From an optimization exercise on the open Yosys and OpenROAD flow, aimed at small area, a short achievable clock period and few clock cycles; shortcuts taken in it are not production practice.
Function was checked by simulation only, so behaviour that the tests miss may differ from the original.
Power and IR drop assume default switching activity.

<file path="flow/design.v">
`timescale 1ns/1ps
package stream_pkg;
  typedef logic [32-1:0] word_t;
  typedef logic [16-1:0] sample_t;
  typedef logic [7:0] byte_t;
  typedef logic [$clog2(32)-1:0] lite_idx_t;
  typedef logic [$clog2(32)-1:0] ram_addr_t;
  typedef logic [7*16-1:0] offsets_t;
endpackage
`timescale 1ns/1ps
module sync_fifo #(
  parameter int  WIDTH     = 8,
  parameter int  DEPTH     = 16
) (
  input  logic     bus_clk,
  input  logic     rst_n,
  input  logic     clear,
  input  logic     wr_en,
  input  logic [WIDTH-1:0] din,
  input  logic     rd_en,
  output logic [WIDTH-1:0] dout,
  output logic     full,
  output logic     afull,
  output logic     empty
);
  localparam int PTR_W = (DEPTH > 1) ? $clog2(DEPTH) : 1;
  localparam int CNT_W = $clog2(DEPTH + 1);
  logic [WIDTH-1:0] mem [DEPTH];
  logic [PTR_W-1:0] wr_ptr;
  logic [PTR_W-1:0] rd_ptr;
  logic [CNT_W-1:0] count;
  logic             do_wr;
  logic             do_rd;
  assign do_wr = wr_en && !full;
  assign do_rd = rd_en && !empty;
  assign full  = (count == CNT_W'(DEPTH));
  assign empty = (count == '0);
  assign afull = (count >= CNT_W'(DEPTH - 4));
  always_ff @(posedge bus_clk)
  begin
    if (do_wr)
    begin
      mem[wr_ptr] <= din;
    end
  end
  always_ff @(posedge bus_clk or negedge rst_n)
  begin
    if (!rst_n)
    begin
      wr_ptr <= '0;
      rd_ptr <= '0;
      count  <= '0;
      dout   <= '0;
    end
    else if (clear)
    begin
      wr_ptr <= '0;
      rd_ptr <= '0;
      count  <= '0;
    end
    else
    begin
      if (do_wr)
      begin
        wr_ptr <= (wr_ptr == PTR_W'(DEPTH - 1)) ? '0 : wr_ptr + 1'b1;
      end
      if (do_rd)
      begin
        rd_ptr <= (rd_ptr == PTR_W'(DEPTH - 1)) ? '0 : rd_ptr + 1'b1;
        dout   <= mem[rd_ptr];
      end
      case ({do_wr, do_rd})
        2'b10:   count <= count + 1'b1;
        2'b01:   count <= count - 1'b1;
        default: count <= count;
      endcase
    end
  end
endmodule
`timescale 1ns/1ps
module lite_regs (
  input  logic                 bus_clk,
  input  logic                 rst_n,
  input  logic                 bus_wren,
  input  logic [4-1:0] bus_wstrb,
  input  logic                 bus_rden,
  input  stream_pkg::lite_idx_t bus_addr,
  input  stream_pkg::word_t    bus_wr_data,
  output stream_pkg::word_t    bus_rd_data,
  output stream_pkg::offsets_t offsets
);
  stream_pkg::byte_t lane_mem [4][32];
  always_ff @(posedge bus_clk or negedge rst_n)
  begin
    if (!rst_n)
    begin
      for (int l = 0; l < 4; l++)
      begin
        for (int e = 0; e < 32; e++)
        begin
          lane_mem[l][e] <= '0;
        end
      end
    end
    else if (bus_wren)
    begin
      for (int l = 0; l < 4; l++)
      begin
        if (bus_wstrb[l])
        begin
          lane_mem[l][bus_addr] <= bus_wr_data[8*l +: 8];
        end
      end
    end
  end
  always_ff @(posedge bus_clk or negedge rst_n)
  begin
    if (!rst_n)
    begin
      bus_rd_data <= '0;
    end
    else if (bus_rden)
    begin
      for (int l = 0; l < 4; l++)
      begin
        bus_rd_data[8*l +: 8] <= lane_mem[l][bus_addr];
      end
    end
  end
  always_comb
  begin
    for (int k = 0; k < 7; k++)
    begin
      offsets[16*k +: 16] = {lane_mem[1][k], lane_mem[0][k]};
    end
  end
endmodule
`timescale 1ns/1ps
module byte_ram (
  input  logic                  bus_clk,
  input  logic                  rst_n,
  input  logic                  wren,
  input  stream_pkg::byte_t     wdata,
  input  logic                  rden,
  input  stream_pkg::ram_addr_t addr,
  output stream_pkg::byte_t     rdata
);
  stream_pkg::byte_t mem [32];
  always_ff @(posedge bus_clk)
  begin
    if (wren)
    begin
      mem[addr] <= wdata;
    end
  end
  always_ff @(posedge bus_clk or negedge rst_n)
  begin
    if (!rst_n)
    begin
      rdata <= '0;
    end
    else if (rden)
    begin
      rdata <= mem[addr];
    end
  end
endmodule
`timescale 1ns/1ps
module input_pacer (
  input  logic bus_clk,
  input  logic rst_n,
  input  logic clear,
  input  logic empty,
  output logic rd_en,
  output logic valid
);
  localparam int PHASE_W = (4 > 1) ? $clog2(4) : 1;
  logic [PHASE_W-1:0] phase;
  assign rd_en = !empty && (phase == '0);
  always_ff @(posedge bus_clk or negedge rst_n)
  begin
    if (!rst_n)
    begin
      phase <= '0;
      valid <= 1'b0;
    end
    else if (clear)
    begin
      phase <= '0;
      valid <= 1'b0;
    end
    else
    begin
      valid <= rd_en;
      if (empty)
        phase <= '0;
      else if (phase == PHASE_W'(4 - 1))
        phase <= '0;
      else
        phase <= phase + 1'b1;
    end
  end
endmodule
`timescale 1ns/1ps
module offset_stage (
  input  logic                bus_clk,
  input  logic                rst_n,
  input  logic                clear,
  input  logic                in_valid,
  input  stream_pkg::sample_t in_sample,
  input  stream_pkg::sample_t offset,
  output logic                out_valid,
  output stream_pkg::sample_t out_sample
);
  always_ff @(posedge bus_clk or negedge rst_n)
  begin
    if (!rst_n)
    begin
      out_valid  <= 1'b0;
      out_sample <= '0;
    end
    else if (clear)
    begin
      out_valid <= 1'b0;
    end
    else
    begin
      out_valid <= in_valid;
      if (in_valid)
      begin
        out_sample <= in_sample + offset;
      end
    end
  end
endmodule
`timescale 1ns/1ps
module stream_chain (
  input  logic                 bus_clk,
  input  logic                 rst_n,
  input  logic                 w32_open,
  input  logic                 r32_open,
  input  logic                 w32_wren,
  input  stream_pkg::word_t    w32_data,
  input  logic                 r32_rden,
  input  stream_pkg::offsets_t offsets,
  output logic                 w32_full,
  output stream_pkg::word_t    r32_data,
  output logic                 r32_empty
);
  localparam int N_MID = 7 - 1;
  stream_pkg::word_t   in_dout;
  logic                in_empty;
  logic                pacer_rd_en;
  logic                pacer_valid;
  stream_pkg::sample_t stage_in_sample [7];
  logic                stage_in_valid [7];
  stream_pkg::sample_t stage_out_sample [7];
  logic                stage_out_valid [7];
  logic [7-1:0] down_afull;
  stream_pkg::sample_t mid_dout [N_MID];
  logic [N_MID-1:0]    mid_rd_en;
  logic [N_MID-1:0]    mid_empty;
  logic [N_MID-1:0]    mid_full;
  stream_pkg::word_t   out_din;
  logic                out_wr_en;
  logic                out_full;
  logic                flush;
  assign flush = !(w32_open && r32_open);
  sync_fifo #(.WIDTH(32), .DEPTH(16)) i_in_fifo (
    .bus_clk(bus_clk), .rst_n(rst_n), .clear(flush),
    .wr_en(w32_wren), .din(w32_data), .rd_en(pacer_rd_en),
    .dout(in_dout), .full(w32_full), .afull(), .empty(in_empty)
  );
  input_pacer i_pacer (
    .bus_clk(bus_clk), .rst_n(rst_n), .clear(flush),
    .empty(in_empty || down_afull[0]), .rd_en(pacer_rd_en), .valid(pacer_valid)
  );
  assign stage_in_valid[0]  = pacer_valid;
  assign stage_in_sample[0] = in_dout[16-1:0];
  for (genvar k = 0; k < 7; k++)
  begin : g_stage
    if (k > 0)
    begin : g_mid
      logic valid_q;
      sync_fifo #(.WIDTH(16), .DEPTH(16)) i_fifo (
        .bus_clk(bus_clk), .rst_n(rst_n), .clear(flush),
        .wr_en(stage_out_valid[k-1]), .din(stage_out_sample[k-1]),
        .rd_en(mid_rd_en[k-1]), .dout(mid_dout[k-1]),
        .full(mid_full[k-1]), .afull(down_afull[k-1]), .empty(mid_empty[k-1])
      );
      assign mid_rd_en[k-1] = !mid_empty[k-1] && !down_afull[k];
      always_ff @(posedge bus_clk or negedge rst_n)
      begin
        if (!rst_n)
          valid_q <= 1'b0;
        else if (flush)
          valid_q <= 1'b0;
        else
          valid_q <= mid_rd_en[k-1];
      end
      assign stage_in_valid[k]  = valid_q;
      assign stage_in_sample[k] = mid_dout[k-1];
    end
    offset_stage i_stage (
      .bus_clk(bus_clk), .rst_n(rst_n), .clear(flush),
      .in_valid(stage_in_valid[k]), .in_sample(stage_in_sample[k]),
      .offset(offsets[16*k +: 16]),
      .out_valid(stage_out_valid[k]), .out_sample(stage_out_sample[k])
    );
  end
  assign out_wr_en = stage_out_valid[7-1];
  assign out_din   = {{(32 - 16){1'b0}},
                      stage_out_sample[7-1]};
  sync_fifo #(.WIDTH(32), .DEPTH(16)) i_out_fifo (
    .bus_clk(bus_clk), .rst_n(rst_n), .clear(flush),
    .wr_en(out_wr_en), .din(out_din), .rd_en(r32_rden),
    .dout(r32_data), .full(out_full), .afull(down_afull[7-1]),
    .empty(r32_empty)
  );
endmodule
`timescale 1ns/1ps
module stream_top (
  input  logic                   bus_clk,
  input  logic                   rst_n,
  input  logic                   w32_open,
  input  logic                   w32_wren,
  input  logic [31:0]            w32_data,
  input  logic                   r32_open,
  input  logic                   r32_rden,
  input  logic                   lite_wren,
  input  logic [3:0]             lite_wstrb,
  input  logic                   lite_rden,
  input  logic [31:0]            lite_addr,
  input  logic [31:0]            lite_wr_data,
  input  logic                   mem_wren,
  input  logic [7:0]             mem_wdata,
  input  logic                   mem_rden,
  input  logic [4:0]             mem_addr,
  output logic                   w32_full,
  output logic [31:0]            r32_data,
  output logic                   r32_empty,
  output logic [31:0]            lite_rd_data,
  output logic [7:0]             mem_rdata
);
  stream_pkg::offsets_t offsets;
  lite_regs i_lite_regs (
    .bus_clk(bus_clk), .rst_n(rst_n),
    .bus_wren(lite_wren), .bus_wstrb(lite_wstrb), .bus_rden(lite_rden),
    .bus_addr(lite_addr[6:2]),
    .bus_wr_data(lite_wr_data), .bus_rd_data(lite_rd_data),
    .offsets(offsets)
  );
  byte_ram i_byte_ram (
    .bus_clk(bus_clk), .rst_n(rst_n), .wren(mem_wren), .wdata(mem_wdata),
    .rden(mem_rden), .addr(mem_addr), .rdata(mem_rdata)
  );
  stream_chain i_chain (
    .bus_clk(bus_clk), .rst_n(rst_n), .w32_open(w32_open), .r32_open(r32_open),
    .w32_wren(w32_wren), .w32_data(w32_data), .r32_rden(r32_rden),
    .offsets(offsets), .w32_full(w32_full), .r32_data(r32_data),
    .r32_empty(r32_empty)
  );
endmodule
</file>
<file path="flow/run.sh">
#!/bin/bash
# synth_recipe.tcl (not shown) runs the flow's synth.tcl, then flattens the netlist and writes it again
# the make line also repeats each setting of config.mk as NAME=value (left out here)
make -C /OpenROAD-flow-scripts/flow DESIGN_CONFIG=/design/flow/config.mk WORK_HOME=/design/flow/orfs CLKGATE_MAP_FILE= SYNTH_SCRIPT=/design/flow/synth_recipe.tcl finish
</file>
<file path="flow/config.mk">
export PLATFORM = sky130hd
export DESIGN_NAME = stream_top
export DESIGN_NICKNAME = stream_top
export VERILOG_FILES = /design/flow/design.v
export SDC_FILE = /design/flow/constraint.sdc
export NUM_CORES = 4
export LEC_CHECK = 0
export CAP_MARGIN = 20
export CORE_MARGIN = 2
export CORE_UTILIZATION = 40
export SLEW_MARGIN = 20
</file>
<file path="flow/constraint.sdc">
create_clock -name core_clock -period 5.0 [get_ports {bus_clk}]
set_input_delay 1.0000 -clock core_clock [delete_from_list [all_inputs] [get_ports {bus_clk}]]
set_output_delay 1.0000 -clock core_clock [all_outputs]
set_load 0.01 [all_outputs]
</file>
==> results.txt <==
core area=385000 um^2; required time worst endpoint=5.81 ns; syn_area_per_cell=17.3 um^2; Die H=625 um; vias in the first global route=86700; CP Max Fanout=15; area grow syn2layout=13.6%; post-cts resize count=0; most common cell after layout, fill and taps aside=edfxtp_1; CTS tree=built; Main synth FF type=edfxtp_1; Cell Pwr Density=399 nW/um^2; Die W=625 um; fraction of layout cells with a size suffix above 1=29.0%; final net count=9597; count of final hold-check violations=0; Worst-Skew Late Latency=0.96 ns; Worst setup EP type=flip-flop; leakage power=65.8 nW; GPL Wtd Cong=0.886; Worst VDD drop=318 uV; Worst Skew=0.0492 ns; Initial DRC Count=8034; Post-Route WL=418000 um; Async S/R FF share, synth=38.2%; setup bufs post-CTS=0; crit path time final=3.88 ns; YS warnings=15; IO buf count=137; Total Power=69.9 mW; Rows=228; WL per Instance=28.5 um; Initial Util=40.1%; element type at the critical path start=primary input; pre-CTS WS=0.282 ns; overall routing resource usage=21.2%; Cell variety after synth=91; DRC=0; worst-margin pin slew=1.20 ns; H-Tree Level Count=5; Final period util=77.6%; outcome=timing/DRC/antenna clean; setup ws final=1.12 ns; Final Cell Area=175000 um^2; Detail Route Antenna Nets=0; Post-synth EDFFs=2304; # IOs=197; Bufs on Longest Clock Path=4; drt via density=5.76; final core utilization=45.6%; Mapped Area=154000 um^2; CTS Sinks=3728; dpl cell area=163000 um^2; relative slew slack=19.9%; grt total ovfl=0; #FFs+latches synth=3728; setup TNS=0 ns; RSZ-0062 raised after global routing=no; most frequent cells in the layout=edfxtp_1, dfrtp_1, mux2_2; Fmax=258 MHz; max-cap violations=0; global-route wire length before repair=610000 um; vias=84500; Final Setup Violations=0; Initial DRT Pass Iterations=6; Synth Instances=8905; largest net degree at the start of global routing=153; die area=391000 um^2; antenna violations before repair=27; clock-pin slew on the worst setup and hold paths=0.06 ns; CTS buffer count=388; Setup CP Type=primary input to flip-flop; r2r setup slk=1.62 ns; Detail Placement HPWL=267000 um; sequential area share after synthesis=67.9%; CP arrival=4.69 ns; Root Driver=clkbuf_16; final slew viol count=0; Hold Crit Class=flip-flop to flip-flop
[cells in the mapped netlist, drive strengths merged, types with 14 or more instances]
master  number  share of area, %
o21ai      146              0.47
edfxtp    2304                45
buf        239               1.1
xor2        73              0.41
a31oi       50              0.20
fa          14              0.18
mux2      1162               8.5
nor2       464               1.4
nand2b      40              0.16
nor4        31              0.13
ha         179               1.5
xnor2       51              0.29
nand3       36              0.12
mux4       704                10
nand4       73              0.30
dfrtp     1424                23
inv        131              0.32
clkbuf     261              0.63
o31ai       24              0.12
a221oi      18              0.13
a22oi      445               2.2
nand2      451               1.2
nor3        89              0.30
a222oi      29              0.19
mux2i       35              0.23
a21o        56              0.27
a21oi      162              0.53
or3         22             0.092
nor2b       19             0.077
[per-stage QoR]
step                      hold WS, ns  std cells
after floorplan                 0.439       8920
after global placement          0.454      13900
after detailed placement        0.473      13900
after CTS                      0.0292      14700
after global routing            0.493      14700
final                           0.476      14700
[cells by family (layout without fill, tap and decap cells)]
kind of cell / Yosys count / count (layout) / share of synthesized area (%)
other: 1 / 29 / 0.00243
AO/OA/AOI/OAI: 1039 / 1039 / 4.69
buffers and inverters: 632 / 1316 / 2.05
multiplexers: 1901 / 1901 / 19.0
XOR/XNOR: 124 / 124 / 0.704
adder cells (fa/ha/maj): 193 / 193 / 1.63
AND/OR/NAND/NOR: 1287 / 1287 / 4.01
flip-flops: 3728 / 3728 / 67.9
[final timing paths]
kind / start / end / cells past startpoint
hold / removal: i_chain.i_pacer.phase[0] / i_chain.i_pacer.phase[0] / 1
max in group asynchronous: rst_n / i_chain.i_out_fifo.dout[10] / 4
setup reg to reg: i_chain.g_stage[3].g_mid.i_fifo.count[3] / i_chain.g_stage[3].g_mid.i_fifo.count[4] / 12
hold reg to reg: i_chain.i_pacer.phase[0] / i_chain.i_pacer.phase[0] / 1
setup / recovery: lite_addr[2] / i_lite_regs.bus_rd_data[23] / 8
min in group asynchronous: rst_n / i_chain.g_stage[5].g_mid.i_fifo.count[2] / 2
[layer usage]
metal  global-route usage (%)  vias to the layer above  wire (um)
li1                         -                    35600          -
met2                     35.4                     2789     205000
met4                     7.48                        2      15700
met3                     2.89                      770      23800
met5                        0                        -         10
met1                     28.4                    45400     173000
[worst max-delay path: stages]
cell	delay, ns
clkdlybuf4s50_1	0.98
nand2b_1	0.72
nor2_4	0.34
buf_4	0.31
a22oi_1	0.23
nand2_1	0.08
nor4_1	0.81
a31oi_1	0.17
[power breakdown]
part           total, mW  internal (mW)  switching [mW]
Clock               28.4           16.4            12.0
Combinational       5.02           2.33            2.69
Sequential          36.5           34.7            1.81
[what timing repair did]
item | in CTS | in global routing
hold buffers | 0 | 1
endpoints found under the hold margin | 0 | 7
endpoints found under the setup margin | 0 | 0
[layout make-up]
class | count | area, um^2
Sequential cell | 3728 | 105000
Antenna cell | 13 | 32.5
Inverter | 132 | 495
Clock buffer | 550 | 10900
Clock inverter | 163 | 1590
Fill cell | 32600 | 210000
Tap cell | 5060 | 6330
Timing Repair Buffer | 471 | 4240
Multi-Input combinational cell | 4560 | 46900
[flip-flops by register name, indices dropped and copies added (netlist names), 5 cells and up]
name / count
i_chain.g_stage.g_mid.i_fifo.mem: 1536
i_lite_regs.lane_mem: 1024
i_byte_ram.mem: 256
i_chain.i_in_fifo.mem: 256
i_chain.i_out_fifo.mem: 256
i_chain.g_stage.i_stage.out_sample: 112
i_chain.g_stage.g_mid.i_fifo.dout: 96
i_lite_regs.bus_rd_data: 32
i_chain.g_stage.g_mid.i_fifo.count: 30
i_chain.g_stage.g_mid.i_fifo.rd_ptr: 24
i_chain.g_stage.g_mid.i_fifo.wr_ptr: 24
i_chain.i_in_fifo.dout: 16
i_chain.i_out_fifo.dout: 16
i_byte_ram.rdata: 8
i_chain.g_stage.i_stage.out_valid: 7
i_chain.g_stage.g_mid.valid_q: 6
i_chain.i_in_fifo.count: 5
i_chain.i_out_fifo.count: 5
Testbench counts, summed over its fixed seeds: cycles 8,344.

static timing again, ports no longer ideal:
Ports are ideal in the flow. The routed layout listed here was re-timed in OpenROAD. Step 1 (the two cells are an assumption about what drives the block):
set clk [get_ports {bus_clk}]
set_driving_cell -lib_cell sky130_fd_sc_hd__clkbuf_16 $clk
set_driving_cell -lib_cell sky130_fd_sc_hd__buf_2 [delete_from_list [all_inputs] $clk]
Step 2 also shifts input and output timing later by t, the mid clock arrival at the registers, as if the neighbouring blocks saw the same clock. Slacks: ideal / step 1 / step 2; pairs: ideal / step 1.
t (ns): 1.032
setup WS [ns]: 1.118 / 1.039 / 0.007
hold slack, ns: 0.476 / 0.476 / 0.476
worst setup path at the end: input to register
After both steps this run still meets setup and hold. The setup slack of this run moves by -0.079 ns with the drivers and by -1.111 ns with both steps.
